What follows belongs to an exercise in optimizing a design on an open flow for small area, a short achievable clock period and few clock cycles; a production flow would make more cautious choices.
At most, simulation tests tie the RTL to the original design; equivalence was not proved.
Only the layout flow was run in run 2; the RTL was not checked for function there.

==> flow/design.v (outline; a module is shown in full before it is edited, if it fits) <==
// module imm_dot: 3724 lines
// module integer_matrix_multiply: 255 lines
module integer_matrix_multiply (
  input  wire                                   clk,
  input  wire                                   rst,
  input  wire                                   in_valid,
  output logic                                  in_ready,
  input  wire        [1:0]                      operation,
  input  wire        [2:0]                      row_index,
  input  wire        [2:0]                      col_index,
  input  wire signed [15:0]                     element_value,
  output logic                                  out_valid,
  input  wire                                   out_ready,
  output logic       [2:0]                      out_row,
  output logic       [2:0]                      out_col,
  output logic signed [imm_pkg::PROD_WIDTH-1:0] product_value,
  output logic                                  last,
  output logic                                  dim_error,
  input  wire                                   cfg_we,
  input  wire        [1:0]                      cfg_index,
  input  wire        [3:0]                      cfg_data
);
  // ...
==> flow/flow/run.sh <==
#!/bin/bash
# The standard layout, with the timing repair steps asked to leave more setup slack.
set -euo pipefail
bash standard.sh SETUP_SLACK_MARGIN=6.6 finish > standard.log 2>&1
==> flow/standard.sh <==
#!/bin/bash
# synth_recipe.tcl (not shown) runs the flow's synth.tcl, then flattens the netlist and writes it again
# the make line also repeats each setting of config.mk as NAME=value (left out here)
make -C /OpenROAD-flow-scripts/flow DESIGN_CONFIG=/design/flow/config.mk WORK_HOME=/design/flow/orfs CLKGATE_MAP_FILE= SYNTH_SCRIPT=/design/flow/synth_recipe.tcl "${@:-finish}"
==> flow/config.mk <==
export PLATFORM = sky130hd
export DESIGN_NAME = integer_matrix_multiply
export DESIGN_NICKNAME = integer_matrix_multiply
export VERILOG_FILES = /design/flow/design.v
export SDC_FILE = /design/flow/constraint.sdc
export NUM_CORES = 4
export LEC_CHECK = 0
export ABC_AREA = 1
export CAP_MARGIN = 20
export CORE_MARGIN = 2
export CORE_UTILIZATION = 40
export CTS_CLUSTER_DIAMETER = 100
export CTS_CLUSTER_SIZE = 20
export SLEW_MARGIN = 20
==> flow/constraint.sdc <==
create_clock -name core_clock -period 10.0 [get_ports {clk}]
set_input_delay 2.0000 -clock core_clock [delete_from_list [all_inputs] [get_ports {clk}]]
set_output_delay 2.0000 -clock core_clock [all_outputs]
set_load 0.01 [all_outputs]
==> impl_metrics.env, run 1 <==
export IMPL_status="no timing/DRC/antenna violations"
export IMPL_cts_root_buffer="clkbuf_16"
export IMPL_startpoint_type="flop"
export IMPL_synthSimpleGateAreaFrac_pct=6.55
export IMPL_hold_viol_final=0
export IMPL_setup_violations=0
export IMPL_dr_wl_met3_um=57900
export IMPL_insertion_delay_ns=1.00
export IMPL_antenna_found_initial=35
export IMPL_die_height_um=624
export IMPL_yosysTopAreaCellShare_pct=47.5
export IMPL_synthToLayoutAreaGrowth_pct=10.6
export IMPL_max_freq_ghz=0.289
export IMPL_die_area_mm2=0.389
export IMPL_hold_end="u_dot.p8_2[0]"
export IMPL_nets=13652
export IMPL_nClkBuffers=303
export IMPL_synth_enable_flop_cells=2429
export IMPL_reg_largest_list="a_st: 1024 flops, b_st: 1024 flops, rb: 192 flops"
export IMPL_crit_fanout=15
export IMPL_seq_share_pct=52.1
export IMPL_core_region_area_mm2=0.382
export IMPL_diodes=41
export IMPL_final_cell_mix="edfxtp_1, nand2_1, inv_1, xor2_1, fa_1"
export IMPL_utilization_pct=44.4
export IMPL_synth_most_common_cell="edfxtp_1"
export IMPL_multi_input_area_mm2=0.0571
export IMPL_signal_buffer_area_fraction_pct=2.98
export IMPL_cts_sinks=3193
export IMPL_drc=0
export IMPL_nNonClkInverters=1749
export IMPL_ctsResizeCount=417
export IMPL_tap_cell_count=5038
export IMPL_drv_slew=0
export IMPL_yosys_area_share_xor_xnor_pct=6.48
Testbench counts, summed over its fixed seeds: cycles 11,975.
==> module integer_matrix_multiply, before the edit <==
module integer_matrix_multiply (
  input  wire                                   clk,
  input  wire                                   rst,
  input  wire                                   in_valid,
  output logic                                  in_ready,
  input  wire        [1:0]                      operation,
  input  wire        [2:0]                      row_index,
  input  wire        [2:0]                      col_index,
  input  wire signed [15:0]                     element_value,
  output logic                                  out_valid,
  input  wire                                   out_ready,
  output logic       [2:0]                      out_row,
  output logic       [2:0]                      out_col,
  output logic signed [imm_pkg::PROD_WIDTH-1:0] product_value,
  output logic                                  last,
  output logic                                  dim_error,
  input  wire                                   cfg_we,
  input  wire        [1:0]                      cfg_index,
  input  wire        [3:0]                      cfg_data
);
  logic [3:0] a_rows, a_cols, b_rows, b_cols;
  logic [2:0] ar1, ac1, br1, bc1;
  logic       err;
  always_ff @(posedge clk) begin
    if (rst) begin
      a_rows <= 4'd1;
      a_cols <= 4'd1;
      b_rows <= 4'd1;
      b_cols <= 4'd1;
    end else if (cfg_we) begin
      case (cfg_index)
        2'd0: a_rows <= cfg_data;
        2'd1: a_cols <= cfg_data;
        2'd2: b_rows <= cfg_data;
        default: b_cols <= cfg_data;
      endcase
    end
  end
  assign ar1 = imm_pkg::dim_m1(a_rows);
  assign ac1 = imm_pkg::dim_m1(a_cols);
  assign br1 = imm_pkg::dim_m1(b_rows);
  assign bc1 = imm_pkg::dim_m1(b_cols);
  assign err = (ac1 != br1);
  logic        rdy;
  logic        ir_v, sk_v;
  logic [1:0]  ir_op, sk_op;
  logic [2:0]  ir_r, ir_c, sk_r, sk_c;
  logic [15:0] ir_d, sk_d;
  logic        in_fire, ir_go, ir_take;
  assign in_ready = rdy;
  assign in_fire  = in_valid && rdy && !rst;
  logic       active, rb_ok;
  logic [2:0] ii, jj, ii_n, jj_n;
  logic [7:0] ii_oh, jj_oh;
  logic       iss, iss_last, rb_load;
  logic       haz_a;
  assign rb_load = active && !rb_ok;
  assign haz_a   = active && (ir_r <= ar1) && (ir_r > ii);
  always_comb begin
    case (ir_op)
      imm_pkg::OP_WRITE_A: ir_go = !haz_a;
      imm_pkg::OP_WRITE_B: ir_go = !active;
      imm_pkg::OP_COMPUTE: ir_go = !active;
      default:             ir_go = 1'b1;
    endcase
    ir_go = ir_go && ir_v;
  end
  assign ir_take = !ir_v || ir_go;
  function automatic logic [1:0] keep_op(logic [1:0] op, logic r);
    keep_op = (r && op == imm_pkg::OP_COMPUTE) ? 2'd3 : op;
  endfunction
  logic sk_v_next;
  assign sk_v_next = !ir_take && (sk_v || in_fire);
  always_ff @(posedge clk) begin
    if (ir_take) ir_v <= sk_v || in_fire;
    sk_v <= sk_v_next;
    rdy  <= !sk_v_next;
    if (ir_take) begin
      if (sk_v) begin
        ir_op <= keep_op(sk_op, rst);
        ir_r  <= sk_r;
        ir_c  <= sk_c;
        ir_d  <= sk_d;
      end else begin
        ir_op <= keep_op(operation, rst);
        ir_r  <= row_index;
        ir_c  <= col_index;
        ir_d  <= element_value;
      end
    end else begin
      ir_op <= keep_op(ir_op, rst);
      if (!sk_v) begin
        sk_op <= operation;
        sk_r  <= row_index;
        sk_c  <= col_index;
        sk_d  <= element_value;
      end else begin
        sk_op <= keep_op(sk_op, rst);
      end
    end
  end
  logic [1023:0] a_st, b_st;
  logic [7:0]    wra, wrb, wcol;
  logic [15:0]   w_dat;
  always_ff @(posedge clk) begin
    for (int r = 0; r < 8; r++) begin
      wra[r]  <= ir_go && (ir_op == imm_pkg::OP_WRITE_A) && (ir_r == 3'(r));
      wrb[r]  <= ir_go && (ir_op == imm_pkg::OP_WRITE_B) && (ir_r == 3'(r));
      wcol[r] <= (ir_c == 3'(r));
    end
    w_dat <= ir_d;
  end
  always_ff @(posedge clk) begin
    for (int w = 0; w < 64; w++) begin
      if (wra[w / 8] && wcol[w % 8]) a_st[16*w +: 16] <= w_dat;
      if (wrb[w / 8] && wcol[w % 8]) b_st[16*w +: 16] <= w_dat;
    end
  end
  logic [2:0] ar_i, bc_i;
  logic [3:0] occ;
  logic       hand;
  assign hand     = out_valid && out_ready;
  assign ar_i     = err ? 3'd0 : ar1;
  assign bc_i     = err ? 3'd0 : bc1;
  assign iss      = active && (occ != 4'd4 || hand);
  assign iss_last = (ii == ar_i) && (jj == bc_i);
  always_ff @(posedge clk) begin
    if (rst) begin
      active <= 1'b0;
    end else if (ir_go && ir_op == imm_pkg::OP_COMPUTE) begin
      active <= 1'b1;
    end else if (iss && iss_last) begin
      active <= 1'b0;
    end
    if (ir_go && ir_op == imm_pkg::OP_COMPUTE) begin
      rb_ok <= 1'b0;
    end else if (iss && jj == bc_i) begin
      rb_ok <= 1'b0;
    end else if (rb_load) begin
      rb_ok <= 1'b1;
    end
    ii    <= ii_n;
    jj    <= jj_n;
    ii_oh <= 8'd1 << ii_n;
    jj_oh <= 8'd1 << jj_n;
  end
  always_comb begin
    ii_n = ii;
    jj_n = jj;
    if (ir_go && ir_op == imm_pkg::OP_COMPUTE) begin
      ii_n = 3'd0;
      jj_n = 3'd0;
    end else if (iss) begin
      if (jj == bc_i) begin
        jj_n = 3'd0;
        ii_n = ii + 3'd1;
      end else begin
        jj_n = jj + 3'd1;
      end
    end
  end
  function automatic logic [23:0] booth(logic [15:0] x);
    logic x2, x1, x0;
    for (int m = 0; m < 8; m++) begin
      x2 = x[2*m+1];
      x1 = x[2*m];
      x0 = (m == 0) ? 1'b0 : x[2*m-1];
      booth[3*m]   = x1 ^ x0;
      booth[3*m+1] = (x2 & ~x1 & ~x0) | (~x2 & x1 & x0);
      booth[3*m+2] = x2;
    end
  endfunction
  logic [191:0] rb;
  logic [127:0] bcol, arow, bsel;
  always_comb begin
    for (int k = 0; k < 8; k++) begin
      arow[16*k +: 16] = 16'd0;
      bsel[16*k +: 16] = 16'd0;
      for (int x = 0; x < 8; x++) begin
        arow[16*k +: 16] = arow[16*k +: 16] | ({16{ii_oh[x]}} & a_st[128*x + 16*k +: 16]);
        bsel[16*k +: 16] = bsel[16*k +: 16] | ({16{jj_oh[x]}} & b_st[128*k + 16*x +: 16]);
      end
    end
  end
  always_ff @(posedge clk) begin
    if (rb_load) begin
      for (int k = 0; k < 8; k++)
        rb[24*k +: 24] <= (3'(k) <= ac1) ? booth(arow[16*k +: 16]) : 24'd0;
    end
    bcol <= bsel;
  end
  logic        v1, v2, v3;
  logic [34:0] dot;
  imm_dot u_dot (
    .clk(clk),
    .a  (rb),
    .b  (bcol),
    .sum(dot)
  );
  always_ff @(posedge clk) begin
    if (rst) begin
      v1 <= 1'b0;
      v2 <= 1'b0;
      v3 <= 1'b0;
    end else begin
      v1 <= iss;
      v2 <= v1;
      v3 <= v2;
    end
  end
  logic [34:0] e0, e1, e2, e3, pres;
  logic [2:0]  cnt, cnt_left, cnt_next;
  logic [1:0]  wp, rp, rp_next;
  logic [2:0]  hrow, hcol, hrow_next, hcol_next;
  logic        hlast;
  assign cnt_left  = cnt - 3'(hand);
  assign cnt_next  = cnt_left + 3'(v3);
  assign rp_next   = rp + 2'(hand);
  assign hlast     = err || (hrow == ar1 && hcol == bc1);
  assign hrow_next = !hand ? hrow : hlast ? 3'd0 : (hcol == bc1) ? hrow + 3'd1 : hrow;
  assign hcol_next = !hand ? hcol : (hlast || hcol == bc1) ? 3'd0 : hcol + 3'd1;
  assign pres      = (cnt_left == 3'd0) ? dot :
                     (rp_next == 2'd0) ? e0 : (rp_next == 2'd1) ? e1 :
                     (rp_next == 2'd2) ? e2 : e3;
  always_ff @(posedge clk) begin
    if (rst) begin
      occ       <= 4'd0;
      cnt       <= 3'd0;
      wp        <= 2'd0;
      rp        <= 2'd0;
      hrow      <= 3'd0;
      hcol      <= 3'd0;
      out_valid <= 1'b0;
    end else begin
      occ       <= occ + 4'(iss) - 4'(hand);
      cnt       <= cnt_next;
      wp        <= wp + 2'(v3);
      rp        <= rp_next;
      hrow      <= hrow_next;
      hcol      <= hcol_next;
      out_valid <= (cnt_next != 3'd0);
    end
    if (v3) begin
      if (wp == 2'd0) e0 <= dot;
      if (wp == 2'd1) e1 <= dot;
      if (wp == 2'd2) e2 <= dot;
      if (wp == 2'd3) e3 <= dot;
    end
    out_row       <= err ? 3'd0 : hrow_next;
    out_col       <= err ? 3'd0 : hcol_next;
    product_value <= err ? 35'd0 : pres;
    last          <= err || (hrow_next == ar1 && hcol_next == bc1);
    dim_error     <= err;
  end
endmodule
==> run 2: changes to the inputs <==
--- a/flow/design.v
+++ b/flow/design.v
@@ -3797,7 +3797,9 @@
   logic [2:0] ii, jj, ii_n, jj_n;
-  logic [7:0] ii_oh, jj_oh;
-  logic       iss, iss_last, rb_load;
+  logic [7:0] ii_oh, nx_oh, jj_oh;
+  logic       iss, iss_last, fin, rb_load, rb_next;
   logic       haz_a;
-  assign rb_load = active && !rb_ok;
-  assign haz_a   = active && (ir_r <= ar1) && (ir_r > ii);
+  assign rb_next = iss && (jj == bc_i) && !iss_last;
+  assign rb_load = active && (!rb_ok || rb_next);
+  assign haz_a   = active && (ir_r <= ar1) && (ir_r > ii) &&
+                   !(rb_next && ir_r == ii + 3'd1);
   always_comb begin
@@ -3805,4 +3807,4 @@
       imm_pkg::OP_WRITE_A: ir_go = !haz_a;
-      imm_pkg::OP_WRITE_B: ir_go = !active;
-      imm_pkg::OP_COMPUTE: ir_go = !active;
+      imm_pkg::OP_WRITE_B: ir_go = !active || fin;
+      imm_pkg::OP_COMPUTE: ir_go = !active || fin;
       default:             ir_go = 1'b1;
@@ -3868,4 +3870,5 @@
   assign bc_i     = err ? 3'd0 : bc1;
-  assign iss      = active && (occ != 4'd4 || hand);
+  assign iss      = active && rb_ok && (occ != 4'd5);
   assign iss_last = (ii == ar_i) && (jj == bc_i);
+  assign fin      = iss && iss_last;
   always_ff @(posedge clk) begin
@@ -3875,3 +3878,3 @@
       active <= 1'b1;
-    end else if (iss && iss_last) begin
+    end else if (fin) begin
       active <= 1'b0;
@@ -3880,3 +3883,3 @@
       rb_ok <= 1'b0;
-    end else if (iss && jj == bc_i) begin
+    end else if (fin) begin
       rb_ok <= 1'b0;
@@ -3888,2 +3891,3 @@
     ii_oh <= 8'd1 << ii_n;
+    nx_oh <= 8'd1 << (ii_n + 3'd1);
     jj_oh <= 8'd1 << jj_n;
@@ -3916,4 +3920,6 @@
   endfunction
-  logic [191:0] rb;
-  logic [127:0] bcol, arow, bsel;
+  logic [127:0] rb, bcol, arow, bsel;
+  logic [191:0] rbd;
+  logic [7:0]   rsel;
+  assign rsel = rb_ok ? nx_oh : ii_oh;
   always_comb begin
@@ -3923,3 +3929,3 @@
       for (int x = 0; x < 8; x++) begin
-        arow[16*k +: 16] = arow[16*k +: 16] | ({16{ii_oh[x]}} & a_st[128*x + 16*k +: 16]);
+        arow[16*k +: 16] = arow[16*k +: 16] | ({16{rsel[x]}} & a_st[128*x + 16*k +: 16]);
         bsel[16*k +: 16] = bsel[16*k +: 16] | ({16{jj_oh[x]}} & b_st[128*k + 16*x +: 16]);
@@ -3931,4 +3937,6 @@
       for (int k = 0; k < 8; k++)
-        rb[24*k +: 24] <= (3'(k) <= ac1) ? booth(arow[16*k +: 16]) : 24'd0;
+        rb[16*k +: 16] <= (3'(k) <= ac1) ? arow[16*k +: 16] : 16'd0;
     end
+    for (int k = 0; k < 8; k++)
+      rbd[24*k +: 24] <= booth(rb[16*k +: 16]);
     bcol <= bsel;
@@ -3939,3 +3947,3 @@
     .clk(clk),
-    .a  (rb),
+    .a  (rbd),
     .b  (bcol),
@@ -3954,5 +3962,5 @@
   end
-  logic [34:0] e0, e1, e2, e3, pres;
+  logic [34:0] e0, e1, e2, e3, e4, pres;
   logic [2:0]  cnt, cnt_left, cnt_next;
-  logic [1:0]  wp, rp, rp_next;
+  logic [2:0]  wp, rp, rp_next;
   logic [2:0]  hrow, hcol, hrow_next, hcol_next;
@@ -3961,3 +3969,3 @@
   assign cnt_next  = cnt_left + 3'(v3);
-  assign rp_next   = rp + 2'(hand);
+  assign rp_next   = !hand ? rp : (rp == 3'd4) ? 3'd0 : rp + 3'd1;
   assign hlast     = err || (hrow == ar1 && hcol == bc1);
@@ -3966,4 +3974,4 @@
   assign pres      = (cnt_left == 3'd0) ? dot :
-                     (rp_next == 2'd0) ? e0 : (rp_next == 2'd1) ? e1 :
-                     (rp_next == 2'd2) ? e2 : e3;
+                     (rp_next == 3'd0) ? e0 : (rp_next == 3'd1) ? e1 :
+                     (rp_next == 3'd2) ? e2 : (rp_next == 3'd3) ? e3 : e4;
   always_ff @(posedge clk) begin
@@ -3972,4 +3980,4 @@
       cnt       <= 3'd0;
-      wp        <= 2'd0;
-      rp        <= 2'd0;
+      wp        <= 3'd0;
+      rp        <= 3'd0;
       hrow      <= 3'd0;
@@ -3980,3 +3988,3 @@
       cnt       <= cnt_next;
-      wp        <= wp + 2'(v3);
+      if (v3) wp <= (wp == 3'd4) ? 3'd0 : wp + 3'd1;
       rp        <= rp_next;
@@ -3987,6 +3995,7 @@
     if (v3) begin
-      if (wp == 2'd0) e0 <= dot;
-      if (wp == 2'd1) e1 <= dot;
-      if (wp == 2'd2) e2 <= dot;
-      if (wp == 2'd3) e3 <= dot;
+      if (wp == 3'd0) e0 <= dot;
+      if (wp == 3'd1) e1 <= dot;
+      if (wp == 3'd2) e2 <= dot;
+      if (wp == 3'd3) e3 <= dot;
+      if (wp == 3'd4) e4 <= dot;
     end
==> flow/flow/run.sh (replaced) <==
#!/bin/bash
# The standard layout, with the timing repair steps asked to leave more setup slack.
set -euo pipefail
bash standard.sh SETUP_SLACK_MARGIN=6.5 finish > standard.log 2>&1
--- a/flow/config.mk
+++ b/flow/config.mk
@@ -11,4 +11,2 @@
 export CORE_UTILIZATION = 40
-export CTS_CLUSTER_DIAMETER = 100
-export CTS_CLUSTER_SIZE = 20
 export SLEW_MARGIN = 20
==> run 2 against run 1 <==
Net effect: die area up 1.8%; wire length up 1.8%; critical endpoint is now u_dot.p3_16[17]; critical path type unchanged; utilization up 1.1 points; still clean.
==> impl_metrics.env, run 2 <==
export IMPL_crit_fanout=3
export IMPL_reg_largest_list="a_st: 1024 flops, b_st: 1024 flops, rbd: 192 flops"
export IMPL_synth_seq_cells=3366
export IMPL_yosysSeqAreaShare_pct=58.5
export IMPL_synth_enable_flop_cells=2400
export IMPL_yosysTopAreaCellShare_pct=46.1
export IMPL_fin_skew_ns=0.104
export IMPL_final_cell_mix="edfxtp_1, nand2_1, inv_1, xor2_1, fa_1"
export IMPL_hold_viol_final=0
export IMPL_row_count=229
export IMPL_cts_sinks=3366
export IMPL_drc=0
export IMPL_met1_length_um=223000
export IMPL_worst_path_buf_inv=2
export IMPL_synth_common_cells="edfxtp_1, nand2_1, inv_1, xor2_1, fa_1"
export IMPL_drt_first_pass_iters=9
export IMPL_grt_pass1_wl_um=756000
export IMPL_synthToLayoutAreaGrowth_pct=13.2
export IMPL_startpoint_type="flop"
export IMPL_hold_buffers=0
export IMPL_syn_nets=13594
export IMPL_drtIter0Drc=12518
export IMPL_syn_inst=12420
export IMPL_path_common_cell="fa_1"
export IMPL_worst_pin_slew_ns=1.16
export IMPL_stdcell_count=17975
export IMPL_drive_above_1_share_pct=10.2
export IMPL_critPathSlowestCell="o21ai_0"
export IMPL_die_w_um=629
export IMPL_fin_crit_ns=3.55
export IMPL_synth_main_ff_cell="edfxtp_1"
export IMPL_synth_avg_cell_area_um2=12.6
export IMPL_core_region_area_mm2=0.389
export IMPL_io_pins=80
export IMPL_nets=13653
export IMPL_die_area_mm2=0.396
export IMPL_dp_hpwl_um=388000
export IMPL_cts_buffers=349
export IMPL_synth_most_common_cell="edfxtp_1"
export IMPL_initial_core_util_pct=40.2
export IMPL_final_common_cell="edfxtp_1"
export IMPL_path_clk_slew_ns=0.06
export IMPL_routed_wl_met2_um=239000
export IMPL_crit_required_ns=10.81
export IMPL_dr_max_layer_used="met5"
export IMPL_yosys_warnings=2
export IMPL_cts_root_buffer="clkbuf_16"
export IMPL_vias_per_cell=5.59
export IMPL_async_flop_share_pct=0
export IMPL_postRouteAntennaNets=0
export IMPL_worstSetupPathType="flop to flop"
export IMPL_gr_total_overflow=0
export IMPL_portBuffers=79
export IMPL_min_path_type="flop to flop"
export IMPL_cp_end_kind="flop"
export IMPL_min_period_over_period_pct=35.5
export IMPL_setup_violations=0
export IMPL_relSlewSlack_pct=22.8
export IMPL_htree_levels=5
export IMPL_slowest_delay_ns=0.77
export IMPL_rsz0062_at_grt="yes"
export IMPL_dr_wl_met3_um=58000
export IMPL_drv_slew=0
export IMPL_yosys_area_top_type="edfxtp_1"
export IMPL_maxCapViolCount=0
export IMPL_grt_use_total_pct=26.9
export IMPL_place_inst=17167
export IMPL_synth_top_cells_by_area="edfxtp_1, fa_1, dfxtp_1, xor2_1, nand2_1"
export IMPL_arrival_ns=4.36
export IMPL_max_freq_ghz=0.281
export IMPL_status="no timing/DRC/antenna violations"
export IMPL_clock_path_buffers=4
export IMPL_critical_path_top_delay_family="adder cells"
export IMPL_grt_max_degree=112
export IMPL_cts_tree="done"
export IMPL_die_height_um=629
export IMPL_antenna_found_initial=39
export IMPL_crit_chain="o21ai_0 -> xor2_1 -> fa_1 -> inv_1 -> fa_1 -> inv_1 -> fa_1"
export IMPL_drt_wl_total_um=545000
export IMPL_setup_tns_ns=0
export IMPL_insertion_delay_ns=1.01
export IMPL_synth_cell_types=53
export IMPL_gp_congestion=1.04
export IMPL_grt_pass1_vias=96343
export IMPL_netlist_area_mm2=0.156
export IMPL_num_vias=100482
export IMPL_wl_per_cell_um=30.3
run 2: cell count changes in the layout (fill, tap and decap cells not counted), sizes merged, moves of 53 or more:
cell / change
dfxtp: +202
mux2: +53
a21oi: +65
a221oi: +152
nor4: -63
clkinvlp: -101
a22o: -208
clkbuf: +164
clkinv: +113
buf: -220
run 2: metal layers:
metal	vias up	global-route usage, %
met5	-	0
met4	16	10.3
met3	1026	6.93
met2	5362	40.9
met1	51306	37.1
li1	42772	-
run 2: per-stage QoR:
stage / hold WS [ns] / setup slack [ns] / util [%] / area (um2)
final: 0.313 / 6.45 / 45.5 / 177000
after global routing: 0.329 / 6.34 / 45.5 / 177000
after CTS: 0.311 / 6.45 / 45.2 / 176000
after detailed placement: 0.312 / 4.33 / 41.7 / 162000
after global placement: 0.312 / 4.31 / 41.7 / 162000
after floorplan: 0.310 / 5.74 / - / 156000
run 2: area by class of cell:
type,instances,area (um2)
flip-flops and latches,3366,91600
repair inverters,2,15.0
repair buffers,359,3380
clock buffers,466,9550
clock inverters,180,2140
diodes,4,10.0
fillers,35166,212000
well taps,5197,6500
multi-input cells,6758,57300
inverters,1643,6420
run 2: cells by family after synthesis:
logic type,Yosys count,share of synthesized area [%]
mux,75,0.538
simple gates,2316,6.07
xor+xnor,1136,6.37
compound gates,2089,8.87
buf+inv,2299,5.55
fa+ha+maj,1139,14.1
flops,3366,58.5
run 2: worst paths after layout:
path | startpoint | end | slack [ns] | cells past startpoint
max | rbd[0] | u_dot.p3_16[17] | 6.45 | 7
min | u_dot.p3_2[1] | u_dot.p8_2[1] | 0.31 | 0
max reg2reg | rbd[0] | u_dot.p3_16[17] | 6.45 | 7
min reg2reg | u_dot.p3_2[1] | u_dot.p8_2[1] | 0.31 | 0
run 2: timing repair:
| action | 4_1_cts | 5_1_grt |
|---|---|---|
| endpoints found under the setup margin | 706 | 364 |
| cloned | 8 | 1 |
| pin swaps | 30 | 39 |
| buffers inserted | 89 | 60 |
| resized for setup | 446 | 115 |
run 2: worst register-to-register path, delay by kind of cell, from the launching register on:
kind,cells,cell delay [ns]
buf+inv,2,0.31
compound gates,1,0.77
xor+xnor,1,0.36
flops,1,0.38
fa+ha+maj,3,1.56

-- static timing again, ports no longer ideal --
How much do the figures lean on ideal ports? The routed layouts below were timed once more, with nothing changed but the port constraints. Step 1 (the two cells are an assumption about what drives the block):
set clk [get_ports {clk}]
set_driving_cell -lib_cell sky130_fd_sc_hd__clkbuf_16 $clk
set_driving_cell -lib_cell sky130_fd_sc_hd__buf_2 [delete_from_list [all_inputs] $clk]
Step 2 also shifts input and output timing later by t, the mid clock arrival at the registers, as if the neighbouring blocks saw the same clock. a / b / c = ideal ports / drivers / drivers and shift; a / b = the first two.
run | shift t [ns] | setup WS [ns] | worst setup path after step 2
run 1 | 1.065 | 6.536 / 6.422 / 5.948 | input to register
run 2 | 1.056 | 6.446 / 6.408 / 5.790 | input to register
After both steps setup and hold are still met in every run listed. For run 2, which loses most, drivers alone change the setup slack by -0.038 ns; drivers and shift together by -0.656 ns.
